Background: an optimization exercise with open tools, aiming at small area. Do not read the settings as production practice. The RTL was checked by simulation tests, not by an equivalence proof against the original design. No activity file was given, so power comes from the tool's default toggle rates.

// correlator_top
module correlator_top
(
  input  logic                 clk_in,
  input  logic                 i_rst,
  input  logic                 i_pdm_valid,
  input  logic [3-1:0] i_pdm_bits,
  output logic                 o_acc_valid,
  output logic [(((3 * (3 - 1) / 2) > 1) ? $clog2((3 * (3 - 1) / 2)) : 1)-1:0]              o_acc_bl,
  output logic [((8 > 1) ? $clog2(8) : 1)-1:0]             o_acc_lag,
  output logic signed [48-1:0]                 o_acc_data,
  output logic                 o_acc_last
);
Size in the first run: roughly 3700 cells after synthesis, about 850 flip-flops.
==> flow/config.mk <==
export PLATFORM = sky130hd
export DESIGN_NAME = correlator_top
export DESIGN_NICKNAME = correlator_top
export VERILOG_FILES = /design/flow/design.v
export SDC_FILE = /design/flow/constraint.sdc
export NUM_CORES = 4
export LEC_CHECK = 0
export CAP_MARGIN = 20
export CORE_MARGIN = 2
export CORE_UTILIZATION = 55
export SLEW_MARGIN = 20
==> flow/constraint.sdc <==
create_clock -name core_clock -period 20.0 [get_ports {clk_in}]
set_input_delay 4.0000 -clock core_clock [delete_from_list [all_inputs] [get_ports {clk_in}]]
set_output_delay 4.0000 -clock core_clock [all_outputs]
set_load 0.01 [all_outputs]
standard.sh (not shown) runs the stock make flow with config.mk's settings and CLKGATE_MAP_FILE= SYNTH_SCRIPT=/design/flow/synth_recipe.tcl, a recipe that flattens the netlist after the stock synthesis.
==> flow/flow/run.sh <==
#!/bin/bash
# Standard layout, with a clock tree of fewer, fuller leaf clusters and no
# dummy loads. Each tool's output goes to a log file in this folder.
set -euo pipefail
CTS="-sink_clustering_enable -repair_clock_nets -dont_use_dummy_load -sink_clustering_size 24 -sink_clustering_max_diameter 150"
bash standard.sh "CTS_ARGS=$CTS" finish > make_finish.log 2>&1
Then changed:
==> flow/flow/run.sh (replaced) <==
#!/bin/bash
# Standard layout with two changes to how it is made:
#  - synthesis maps logic with an area-oriented ABC script (flow/abc_area.script,
#    used through ABC_AREA=1) from a copy of the ORFS scripts folder;
#  - the clock tree uses fuller leaf clusters of clkbuf_8 and no dummy loads;
#  - ports are buffered with buf_1.
# Each tool's output goes to a log file in this folder.
set -euo pipefail
HERE=$(pwd)
rm -rf "$HERE/scripts_mod"
cp -r "$FLOW_HOME/scripts" "$HERE/scripts_mod"
cp "$HERE/flow/abc_area.script" "$HERE/scripts_mod/abc_area.script"
CTS="-sink_clustering_enable -repair_clock_nets -dont_use_dummy_load -sink_clustering_size 14 -sink_clustering_max_diameter 120 -buf_list sky130_fd_sc_hd__clkbuf_8"
bash standard.sh "SCRIPTS_DIR=$HERE/scripts_mod" "CTS_ARGS=$CTS" "BUFFER_PORTS_ARGS=-buffer_cell sky130_fd_sc_hd__buf_1" finish > make_finish.log 2>&1
==> flow/flow/abc_area.script (new file) <==
strash
dch
map -a
strash
dch
map -a
topo
ABC_AREA = 1   (was default)
CAP_MARGIN = 10   (was 20)
CORE_UTILIZATION = 70   (was 55)
SLEW_MARGIN = 10   (was 20)
After rerunning: Worst setup slack gets worse by 0.11 ns; global-route usage goes up by 5.5 points; via count decreases by about 9%; design area goes down by about 10%; flip-flop and latch count does not change; clock-buffer cell count increases by 29; core utilization came out higher by 17 points; clock power went down by 7.7%; maximum frequency went down by about 0.6%; routed wire length fell by 19%; hold slack got worse by 0.037 ns.
Then changed:
==> flow/run.sh (new file) <==
#!/bin/bash
# synth_recipe.tcl (not shown) runs the flow's synth.tcl, then flattens the netlist and writes it again
# the make line also repeats each setting of config.mk as NAME=value (left out here)
make -C /OpenROAD-flow-scripts/flow DESIGN_CONFIG=/design/flow/config.mk WORK_HOME=/design/flow/orfs CLKGATE_MAP_FILE= SYNTH_SCRIPT=/design/flow/synth_recipe.tcl finish
ABC_AREA = default   (was 1)
CAP_MARGIN = 20   (was 10)
CORE_UTILIZATION = 55   (was 70)
CTS_BUF_LIST = sky130_fd_sc_hd__clkbuf_4   (was default)
CTS_CLUSTER_SIZE = 20   (was default)
SLEW_MARGIN = 20   (was 10)
removed: flow/flow/run.sh
removed: flow/flow/abc_area.script
removed: flow/standard.sh
After rerunning: The changed run completed with no timing, DRC or antenna violations. Non-clock buffer count grows by 22. Global-route usage decreases by 4.5 points. Core utilization goes down by 15 points. Flip-flop and latch count does not change. Setup slack improves by 0.060 ns. Wire length goes up by 26%. Synthesized area increases by 12%. Synthesized cell count came out higher by about 19%. Critical path depth fell by 10. Hold slack gains 0.0069 ns. Via count rises by about 15%.
Then changed:
==> flow/flow/run.sh (new file) <==
#!/bin/bash
# Standard layout, with a clock tree of fewer, fuller leaf clusters and no
# dummy loads. Each tool's output goes to a log file in this folder.
set -euo pipefail
CTS="-sink_clustering_enable -repair_clock_nets -dont_use_dummy_load -sink_clustering_size 14 -sink_clustering_max_diameter 120 -buf_list sky130_fd_sc_hd__clkbuf_8"
bash standard.sh "CTS_ARGS=$CTS" finish > make_finish.log 2>&1
==> flow/standard.sh (new file) <==
#!/bin/bash
# synth_recipe.tcl (not shown) runs the flow's synth.tcl, then flattens the netlist and writes it again
# the make line also repeats each setting of config.mk as NAME=value (left out here)
make -C /OpenROAD-flow-scripts/flow DESIGN_CONFIG=/design/flow/config.mk WORK_HOME=/design/flow/orfs CLKGATE_MAP_FILE= SYNTH_SCRIPT=/design/flow/synth_recipe.tcl "${@:-finish}"
ABC_AREA = 1   (was default)
CTS_BUF_LIST = default   (was sky130_fd_sc_hd__clkbuf_4)
CTS_CLUSTER_SIZE = default   (was 20)
removed: flow/run.sh
Cell count goes up by 5.7%.
Worst setup slack improved by 0.029 ns.
Utilization is lower by 2.6 points.
Fmax stays flat.
Then changed:
==> flow/flow/run.sh (replaced) <==
#!/bin/bash
# Standard layout with two changes to how it is made:
#  - synthesis maps logic with an area-oriented ABC script (flow/abc_area.script,
#    used through ABC_AREA=1) from a copy of the ORFS scripts folder;
#  - the clock tree uses fuller leaf clusters of clkbuf_8 and no dummy loads;
#  - ports are buffered with buf_1.
# Each tool's output goes to a log file in this folder.
set -euo pipefail
HERE=$(pwd)
rm -rf "$HERE/scripts_mod"
cp -r "$FLOW_HOME/scripts" "$HERE/scripts_mod"
cp "$HERE/flow/abc_area.script" "$HERE/scripts_mod/abc_area.script"
CTS="-sink_clustering_enable -repair_clock_nets -dont_use_dummy_load -sink_clustering_size 14 -sink_clustering_max_diameter 120 -buf_list sky130_fd_sc_hd__clkbuf_8"
bash standard.sh "SCRIPTS_DIR=$HERE/scripts_mod" "CTS_ARGS=$CTS" "BUFFER_PORTS_ARGS=-buffer_cell sky130_fd_sc_hd__buf_1" finish > make_finish.log 2>&1
==> flow/flow/abc_area.script (new file) <==
strash
dch
map -a
strash
dch
map -a
topo
CAP_MARGIN = 10   (was 20)
SLEW_MARGIN = 10   (was 20)
What happened: The changed run completed with no timing, DRC or antenna violations; total power grows by 1.6%; core utilization climbs by 1.4 points; design area falls by 7.6%; wire length came out lower by 7.5%; non-clock buffer count rises by 23; sequential cell count stays the same; clock skew came out lower by 0.026 ns.


== build 87 ==
Another version of the RTL of correlator_top (not shown whole).
For scale: about 2,900 cells after synthesis, roughly 0.035 mm² of cells after synthesis.
Settings: LEC_CHECK=0, ABC_AREA=1, CAP_MARGIN=10, CORE_MARGIN=2, CORE_UTILIZATION=55, PLACE_DENSITY=0.85, SLEW_MARGIN=10; clock period 20.0 ns.
==> flow/flow/run.sh <==
#!/bin/bash
# Standard layout with these changes to how it is made:
#  - synthesis maps logic with an area-oriented ABC script (flow/abc_area.script,
#    used through ABC_AREA=1) from a copy of the ORFS scripts folder;
#  - after synthesis, flow/postsynth.py maps the combinational logic again
#    (registers, adders and their names untouched) and keeps the smaller netlist;
#  - the clock tree uses small leaf clusters of clkbuf_4 and no dummy loads;
#  - ports are buffered with buf_1.
# Each tool's output goes to a log file in this folder.
set -euo pipefail
HERE=$(pwd)
rm -rf "$HERE/scripts_mod" "$HERE/post"
cp -r "$FLOW_HOME/scripts" "$HERE/scripts_mod"
cp "$HERE/flow/abc_area.script" "$HERE/scripts_mod/abc_area.script"
CTS="-sink_clustering_enable -repair_clock_nets -dont_use_dummy_load -sink_clustering_size 8 -sink_clustering_max_diameter 80 -buf_list sky130_fd_sc_hd__clkbuf_4"
ARGS=("SCRIPTS_DIR=$HERE/scripts_mod" "CTS_ARGS=$CTS" "BUFFER_PORTS_ARGS=-buffer_cell sky130_fd_sc_hd__buf_1")
bash standard.sh "${ARGS[@]}" synth > make_synth.log 2>&1
RES="$HERE/orfs/results/$FLOW_PLATFORM/correlator_top/base"
LIB="$FLOW_HOME/platforms/$FLOW_PLATFORM/lib/sky130_fd_sc_hd__tt_025C_1v80.lib"
if [[ -x "$FLOW_HOME/../tools/install/yosys/bin/yosys" ]]; then
  export YOSYS_BIN="$FLOW_HOME/../tools/install/yosys/bin/yosys"
fi
cp "$RES/1_2_yosys.v" "$HERE/1_2_yosys.std.v"
python3 "$HERE/flow/postsynth.py" "$LIB" "$FLOW_TOP" "$HERE/1_2_yosys.std.v" "$HERE/1_2_yosys.post.v" \
  "$HERE/post" 10 "$HERE/flow/reabc1.script,$HERE/flow/reabc2.script,$HERE/flow/reabc3.script" \
  > postsynth.log 2>&1
cp "$HERE/1_2_yosys.post.v" "$RES/1_2_yosys.v"
rm -f "$RES/1_synth.odb" "$RES/1_synth.sdc"
bash standard.sh "${ARGS[@]}" finish > make_finish.log 2>&1
Other scripts of this flow, unchanged in this note and not shown: flow/flow/abc_area.script, flow/flow/fa_polarity.py, flow/flow/gen_cells.py, flow/flow/postsynth.py, flow/flow/reabc.ys.tpl, flow/flow/reabc1.script, flow/flow/reabc2.script, flow/flow/reabc3.script
The following lists how build 28 was set up differently from build 87:
- PLACE_DENSITY now 0.75, was 0.85
==> notes.md <==
There was hardly any difference in power between build 28 and build 87.
From build 87 to build 28, area after synthesis did not move at all.
The number of buffer and inverter stages on the critical path reported for build 28 is greater than that of build 87 by 3.
Min switching power as a share of total power across build 87 and build 28: build 87
Inputs modified between build 28 and build 95:
- clearing PLACE_DENSITY, which used to be 0.75
## What came out
- Going from build 28 to build 95, the final total power was found to have gone up by 1.0%.
- On share of post-route cells with drive strength above 1: between build 95 and build 28, it ends up lower for build 28.
- Area of all placed cells without fillers for build 95 is higher than for build 28.
- Build 95 vs build 28, sum of buffers and inverters on the critical path went down by 1.
- Build 95 vs. build 28: count of port buffers added during placement has remained practically unchanged, register-to-register slack has decreased, clock power has increased, number of cells on the critical path has increased, worst path setup slack after routing has decreased.
- Clock network area share (lower): build 28
- Minimum clock period after layout up 0.17 ns in build 95 wrt build 28


the previous run:
Another version of the RTL of correlator_top (not shown whole).
Size in the first run: roughly 3000 cells after synthesis, ~61 I/O pins, about 34000 um2 of cells after synthesis.
==> flow/design.v (excerpt) <==
module correlator_top
(
  input  logic                 clk_in,
  input  logic                 i_rst,
  input  logic                 i_pdm_valid,
  input  logic [3-1:0] i_pdm_bits,
  output logic                 o_acc_valid,
  output logic [(((3 * (3 - 1) / 2) > 1) ? $clog2((3 * (3 - 1) / 2)) : 1)-1:0]              o_acc_bl,
  output logic [((8 > 1) ? $clog2(8) : 1)-1:0]             o_acc_lag,
  output logic signed [48-1:0]                 o_acc_data,
  output logic                 o_acc_last
);
export LEC_CHECK = 0
export ABC_AREA = 1
export CAP_MARGIN = 10
export CORE_MARGIN = 2
export CORE_UTILIZATION = 55
export SLEW_MARGIN = 10
create_clock -name core_clock -period 20.0 [get_ports {clk_in}]
==> flow/flow/run.sh <==
#!/bin/bash
# Standard layout with these changes to how it is made:
#  - synthesis maps logic with an area-oriented ABC script (flow/abc_area.script,
#    used through ABC_AREA=1) from a copy of the ORFS scripts folder;
#  - after synthesis, flow/postsynth.py maps the combinational logic again
#    (registers, adders and their names untouched) and keeps the smaller netlist;
#  - the clock tree uses small leaf clusters of clkbuf_4 and no dummy loads;
#  - ports are buffered with buf_1.
# Each tool's output goes to a log file in this folder.
set -euo pipefail
HERE=$(pwd)
rm -rf "$HERE/scripts_mod" "$HERE/post"
cp -r "$FLOW_HOME/scripts" "$HERE/scripts_mod"
cp "$HERE/flow/abc_area.script" "$HERE/scripts_mod/abc_area.script"
CTS="-sink_clustering_enable -repair_clock_nets -dont_use_dummy_load -sink_clustering_size 8 -sink_clustering_max_diameter 80 -buf_list sky130_fd_sc_hd__clkbuf_4"
ARGS=("SCRIPTS_DIR=$HERE/scripts_mod" "CTS_ARGS=$CTS" "BUFFER_PORTS_ARGS=-buffer_cell sky130_fd_sc_hd__buf_1")
bash standard.sh "${ARGS[@]}" synth > make_synth.log 2>&1
RES="$HERE/orfs/results/$FLOW_PLATFORM/correlator_top/base"
LIB="$FLOW_HOME/platforms/$FLOW_PLATFORM/lib/sky130_fd_sc_hd__tt_025C_1v80.lib"
if [[ -x "$FLOW_HOME/../tools/install/yosys/bin/yosys" ]]; then
  export YOSYS_BIN="$FLOW_HOME/../tools/install/yosys/bin/yosys"
fi
cp "$RES/1_2_yosys.v" "$HERE/1_2_yosys.std.v"
python3 "$HERE/flow/postsynth.py" "$LIB" "$FLOW_TOP" "$HERE/1_2_yosys.std.v" "$HERE/1_2_yosys.post.v" \
  "$HERE/post" 12 "$HERE/flow/reabc1.script,$HERE/flow/reabc2.script,$HERE/flow/reabc3.script,$HERE/flow/reabc4.script" \
  > postsynth.log 2>&1
cp "$HERE/1_2_yosys.post.v" "$RES/1_2_yosys.v"
rm -f "$RES/1_synth.odb" "$RES/1_synth.sdc"
bash standard.sh "${ARGS[@]}" finish > make_finish.log 2>&1
==> flow/flow/reabc2.script <==
strash
dch -f
amap
topo
==> flow/flow/reabc3.script <==
strash
&get -n
&st
&dch
&nf -a
&put
strash
&get -n
&st
&dch
&nf -a
&put
topo
==> flow/flow/reabc4.script <==
strash
&get -n
&deepsyn -T 30
&put
dch
map -a
topo
Other scripts of this flow, unchanged in this note and not shown: flow/flow/abc_area.script, flow/flow/fa_polarity.py, flow/flow/gen_cells.py, flow/flow/postsynth.py, flow/flow/reabc.ys.tpl, flow/flow/reabc1.script
Edits applied to the flow inputs when going from the previous run to the current run:
-- flow/flow/run.sh --
<<< the previous run, line 24
python3 "$HERE/flow/postsynth.py" "$LIB" "$FLOW_TOP" "$HERE/1_2_yosys.std.v" "$HERE/1_2_yosys.post.v" \
  "$HERE/post" 12 "$HERE/flow/reabc1.script,$HERE/flow/reabc2.script,$HERE/flow/reabc3.script,$HERE/flow/reabc4.script" \
  > postsynth.log 2>&1
>>> the current run, line 24
python3 "$HERE/flow/postsynth.py" "$LIB" "$FLOW_TOP" "$HERE/1_2_yosys.std.v" "$HERE/1_2_yosys.post.v" \
  "$HERE/post" 10 "$HERE/flow/reabc1.script,$HERE/flow/reabc2.script,$HERE/flow/reabc3.script" \
  > postsynth.log 2>&1
==> flow/flow/reabc2.script <==
strash
&get -n
&st
&dch
&nf -a
&put
strash
&get -n
&st
&dch
&nf -a
&put
topo
==> flow/flow/reabc3.script <==
strash
dch
amap
strash
dch
map -a
topo
-- flow/config.mk --
<<< the previous run, line 8
export ABC_AREA = 1
export CAP_MARGIN = 10
export CORE_MARGIN = 2
export CORE_UTILIZATION = 55
export SLEW_MARGIN = 10
>>> the current run, line 8
export ABC_AREA = 1
export CAP_MARGIN = 5
export CORE_MARGIN = 2
export CORE_UTILIZATION = 45
export SLEW_MARGIN = 5
removed: flow/flow/reabc4.script
Findings:
Across the previous run and the current run, the outcome is the same: a clean finish for every run.
Between the previous run and the current run, total power divided by cell area increased.
Going from the previous run to the current run, via count now smaller, wire length of the first global-routing pass has decreased.


RTL: one of the versions met above, not the one the previous note started from.
Size in the first run: ~3,200 cells after synthesis, ~61 I/O pins.
export LEC_CHECK = 0
export ABC_AREA = 1
export CAP_MARGIN = 20
export CORE_MARGIN = 2
export CORE_UTILIZATION = 55
export SLEW_MARGIN = 20
create_clock -name core_clock -period 20.0 [get_ports {clk_in}]
==> flow/flow/run.sh <==
#!/bin/bash
# Standard layout with two changes to how it is made:
#  - synthesis maps logic with an area-oriented ABC script (flow/abc_area.script,
#    used through ABC_AREA=1) from a copy of the ORFS scripts folder;
#  - the clock tree uses fuller leaf clusters of clkbuf_8 and no dummy loads.
# Each tool's output goes to a log file in this folder.
set -euo pipefail
HERE=$(pwd)
rm -rf "$HERE/scripts_mod"
cp -r "$FLOW_HOME/scripts" "$HERE/scripts_mod"
cp "$HERE/flow/abc_area.script" "$HERE/scripts_mod/abc_area.script"
CTS="-sink_clustering_enable -repair_clock_nets -dont_use_dummy_load -sink_clustering_size 14 -sink_clustering_max_diameter 120 -buf_list sky130_fd_sc_hd__clkbuf_8"
bash standard.sh "SCRIPTS_DIR=$HERE/scripts_mod" "CTS_ARGS=$CTS" finish > make_finish.log 2>&1
==> flow/flow/abc_area.script <==
strash
dch
map -a
strash
dch
map -a
topo
The starting point passed the timing, design-rule and antenna checks.
Change:
==> flow/flow/run.sh (replaced) <==
#!/bin/bash
# Standard layout, with a clock tree of fewer, fuller leaf clusters and no
# dummy loads. Each tool's output goes to a log file in this folder.
set -euo pipefail
CTS="-sink_clustering_enable -repair_clock_nets -dont_use_dummy_load -sink_clustering_size 16 -sink_clustering_max_diameter 150 -buf_list sky130_fd_sc_hd__clkbuf_8"
bash standard.sh "CTS_ARGS=$CTS" finish > make_finish.log 2>&1
ABC_AREA = not set   (was 1)
removed: flow/flow/abc_area.script
The changed run finished with timing, DRC and antenna clean.
Routed wire length climbs by 21%.
Worst hold slack improved by 0.021 ns.
Setup slack got worse by 0.16 ns.
Area after synthesis rises by 12%.
Sequential share of layout area goes down by 4.3 points.
Change:
==> flow/flow/run.sh (replaced) <==
#!/bin/bash
# Standard layout with two changes to how it is made:
#  - synthesis maps logic with an area-oriented ABC script (flow/abc_area.script,
#    used through ABC_AREA=1) from a copy of the ORFS scripts folder;
#  - the clock tree uses small leaf clusters of clkbuf_4 and no dummy loads;
#  - ports are buffered with buf_1.
# Each tool's output goes to a log file in this folder.
set -euo pipefail
HERE=$(pwd)
rm -rf "$HERE/scripts_mod"
cp -r "$FLOW_HOME/scripts" "$HERE/scripts_mod"
cp "$HERE/flow/abc_area.script" "$HERE/scripts_mod/abc_area.script"
CTS="-sink_clustering_enable -repair_clock_nets -dont_use_dummy_load -sink_clustering_size 8 -sink_clustering_max_diameter 80 -buf_list sky130_fd_sc_hd__clkbuf_4"
bash standard.sh "SCRIPTS_DIR=$HERE/scripts_mod" "CTS_ARGS=$CTS" "BUFFER_PORTS_ARGS=-buffer_cell sky130_fd_sc_hd__buf_1" finish > make_finish.log 2>&1
==> flow/flow/abc_area.script (new file) <==
strash
dch
map -a
strash
dch
map -a
topo
ABC_AREA = 1   (was not set)
CAP_MARGIN = 10   (was 20)
SLEW_MARGIN = 10   (was 20)
Result: The new run passed the timing, design-rule and antenna checks; final cell count goes down by 8.6%; critical path depth rises by 9; global-route usage fell by 1.9 points; power rose by 4.2%; routed wire length came out lower by 17%; combinational power came out higher by 29%; die area drops by 11%; cell area went down by 9.5%; setup slack improves by 0.0092 ns; sequential share of layout area came out higher by 5.0 points.

-- re-timing with driven ports --
Ports are ideal in the flow. The routed layouts listed here were re-timed in OpenROAD.
Step 1 sets driving cells, clkbuf_16 on the clock port and buf_2 on the other inputs (assumed; they add their load-dependent delay and slew).
Step 2, shift: input delay + t, output delay - t, t = (earliest + latest rising clock arrival at the registers) / 2. This alone moves slack from input paths to output paths.
a / b / c = ideal / step 1 / step 2; a / b = the first two.
run | shift t [ns] | setup WS [ns] | worst setup path at the end | slew at the worst register clock pin (ns) | cell pins on the clock port's net
the first run of note 1 | 0.664 | 0.775 / 0.775 / 0.775 | register to register | 0.11 / 0.11 | 1
the second run of note 1 | 0.725 | 0.661 / 0.661 / 0.661 | register to register | 0.11 / 0.11 | 1
the third run of note 1 | 1.187 | 0.721 / 0.721 / 0.721 | register to register | 0.09 / 0.09 | 1
the fourth run of note 1 | 0.718 | 0.750 / 0.750 / 0.750 | register to register | 0.11 / 0.11 | 1
the fifth run of note 1 | 0.721 | 0.777 / 0.777 / 0.777 | register to register | 0.10 / 0.10 | 1
build 87 | 1.004 | 1.929 / 1.929 / 1.929 | register to register | 0.11 / 0.11 | 1
build 28 | 0.966 | 1.924 / 1.924 / 1.924 | register to register | 0.11 / 0.11 | 1
build 95 | 0.975 | 1.756 / 1.756 / 1.756 | register to register | 0.11 / 0.11 | 1
the previous run | 0.944 | 0.737 / 0.737 / 0.737 | register to register | 0.11 / 0.11 | 1
the current run | 0.962 | 0.828 / 0.828 / 0.828 | register to register | 0.12 / 0.12 | 1
the first run of note 4 | 0.719 | 0.918 / 0.918 / 0.918 | register to register | 0.11 / 0.11 | 1
the second run of note 4 | 0.754 | 0.753 / 0.753 / 0.753 | register to register | 0.12 / 0.12 | 1
the third run of note 4 | 0.958 | 0.763 / 0.763 / 0.763 | register to register | 0.12 / 0.12 | 1
After both steps setup and hold are still met in every run listed.
